This is an optimization exercise on Yosys and OpenROAD, whose aim is a short achievable clock period and few clock cycles, not a production implementation.
Only simulation tests tie the RTL to the original design; equivalence was not proved.
Power figures rest on the tool's default switching activity, not on a simulated workload.

// cpu
module cpu (
	input logic clk,
	input logic reset,
	input logic [127:0] ifetch_rdata,
	output logic [11:0] ifetch_address,
	input logic [127:0] mem_rdata,
	input logic mem_resp,
	output logic mem_read,
	output logic mem_write,
	output logic [127:0] mem_wdata,
	output logic [11:0] mem_address,
	output logic [15:0] mem_sel
);
clock: 4.4 ns
lec_check: 0
cap_margin: 20
core_margin: 2
core_utilization: 40
setup_slack_margin: 2.2
slew_margin: 20
standard.sh (not shown) runs the stock make flow with config.mk's settings and CLKGATE_MAP_FILE= SYNTH_SCRIPT=/design/flow/synth_recipe.tcl, a recipe that flattens the netlist after the stock synthesis.
==> flow/flow/run.sh <==
#!/bin/bash
# Layout flow: the standard synthesis; then the combinational logic is
# re-mapped by ABC for delay (flow/resynth.tcl, flow/abc.script), keeping
# every register as the standard synthesis made it; then the standard
# layout from the floorplan on. Each tool's output goes to its own log here.
set -euo pipefail
HERE=$(pwd)
bash standard.sh synth > synth.log 2>&1
R=$HERE/orfs/results/$FLOW_PLATFORM/cpu/base
cp "$R/1_2_yosys.v" "$HERE/1_2_yosys_standard.v"
YOSYS=$(command -v yosys || echo "$FLOW_HOME/../tools/install/yosys/bin/yosys")
# if the re-mapping fails, the standard netlist is laid out as it is
if ! RS_IN="$HERE/1_2_yosys_standard.v" RS_OUT="$HERE/1_2_yosys_remapped.v" RS_TOP="$FLOW_TOP" \
	RS_LIB="$FLOW_HOME/platforms/$FLOW_PLATFORM/lib/sky130_fd_sc_hd__tt_025C_1v80.lib" \
	RS_SCRIPT="$HERE/flow/abc.script" "$YOSYS" -c "$HERE/flow/resynth.tcl" > resynth.log 2>&1; then
	echo "re-mapping failed; keeping the standard netlist" >> resynth.log
else
	cp "$HERE/1_2_yosys_remapped.v" "$R/1_2_yosys.v"
fi
bash standard.sh > layout.log 2>&1
==> flow/flow/abc.script <==
strash
dch -f
map -D 700
topo
buffer -p
upsize -D 700
dnsize -D 700
==> flow/flow/resynth.tcl <==
# Re-map the combinational logic of the standard synthesis with ABC for
# delay. Every sequential cell (so every register, with its name and cell
# type) is kept as it is; only the logic between them changes.
# env: RS_IN RS_OUT RS_TOP RS_LIB RS_SCRIPT
yosys -import
set lib $::env(RS_LIB)
read_liberty -ignore_miss_func -ignore_miss_dir $lib
blackbox sky130_fd_sc_hd__*df* sky130_fd_sc_hd__*dl* sky130_fd_sc_hd__*sdf* sky130_fd_sc_hd__conb_1
read_verilog $::env(RS_IN)
hierarchy -top $::env(RS_TOP)
flatten
opt_clean -purge
set dont_use {}
foreach c {sky130_fd_sc_hd__probe_p_8 sky130_fd_sc_hd__probec_p_8 sky130_fd_sc_hd__lpflow_*} { lappend dont_use -dont_use $c }
set f [open abc.constr w]
puts $f "set_driving_cell sky130_fd_sc_hd__buf_1"
puts $f "set_load 5"
close $f
abc -script $::env(RS_SCRIPT) -liberty $lib {*}$dont_use -constr abc.constr
read_liberty -lib -ignore_redef $lib
opt_clean -purge
hilomap -singleton -hicell sky130_fd_sc_hd__conb_1 HI -locell sky130_fd_sc_hd__conb_1 LO
insbuf -buf sky130_fd_sc_hd__buf_4 A X
splitnets
opt_clean -purge
stat -liberty $lib
check -assert -mapped
write_verilog -noattr -nohex -nodec $::env(RS_OUT)
The first run finished with timing, DRC and antenna clean.
Testbench counts at the start, summed over its fixed seeds: cycles 34,924.
Rerun with:
==> flow/flow/run.sh (replaced) <==
#!/bin/bash
# Layout flow: the standard synthesis; then the combinational logic is
# re-mapped by ABC for delay (flow/resynth.tcl, flow/abc.script), keeping
# every register as the standard synthesis made it; then the standard
# layout from the floorplan on. Each tool's output goes to its own log here.
set -euo pipefail
HERE=$(pwd)
bash standard.sh synth > synth.log 2>&1
R=$HERE/orfs/results/$FLOW_PLATFORM/cpu/base
cp "$R/1_2_yosys.v" "$HERE/1_2_yosys_standard.v"
YOSYS=$(command -v yosys || echo "$FLOW_HOME/../tools/install/yosys/bin/yosys")
RS_IN="$HERE/1_2_yosys_standard.v" RS_OUT="$R/1_2_yosys.v" RS_TOP="$FLOW_TOP" \
	RS_LIB="$FLOW_HOME/platforms/$FLOW_PLATFORM/lib/sky130_fd_sc_hd__tt_025C_1v80.lib" \
	RS_SCRIPT="$HERE/flow/abc.script" "$YOSYS" -c "$HERE/flow/resynth.tcl" > resynth.log 2>&1
bash standard.sh > layout.log 2>&1
==> flow/flow/abc.script (replaced) <==
strash
dch -f
map -D 1000
buffer -p
upsize -D 1000
dnsize -D 1000
After rerunning: Final area stays flat. First-iteration DRC count came out higher by 3.9%. Total power came out higher by 0.38%. Critical path depth came out lower by 5. Via count came out higher by 0.48%. Routed wire length came out lower by 2.4%.

re-timing with driven ports:
The flow's constraints put no driver on any port. The routed layouts listed below were extracted and timed again, unchanged, in two steps. Step 1, drivers: a clkbuf_16 drives clk and a buf_2 each remaining input, both assumed. Step 2 also shifts input and output timing later by t, the mid clock arrival at the registers, as if the neighbouring blocks saw the same clock. Three values: ideal ports, drivers, drivers and shift; two values: the first two.
| run | t, ns | setup WS [ns] | worst hold slack (ns) | worst setup path at the end |
|---|---|---|---|---|
| the first run | 0.839 | 1.888 / 1.862 / 1.152 | 0.338 / 0.338 / 0.338 | input to register |
| the second run | 0.841 | 1.784 / 1.784 / 1.068 | 0.337 / 0.337 / 0.337 | input to register |
After both steps every run listed still meets setup and hold. The setup slack of the first run, which loses most, moves by -0.026 ns with the drivers and by -0.736 ns with both steps.
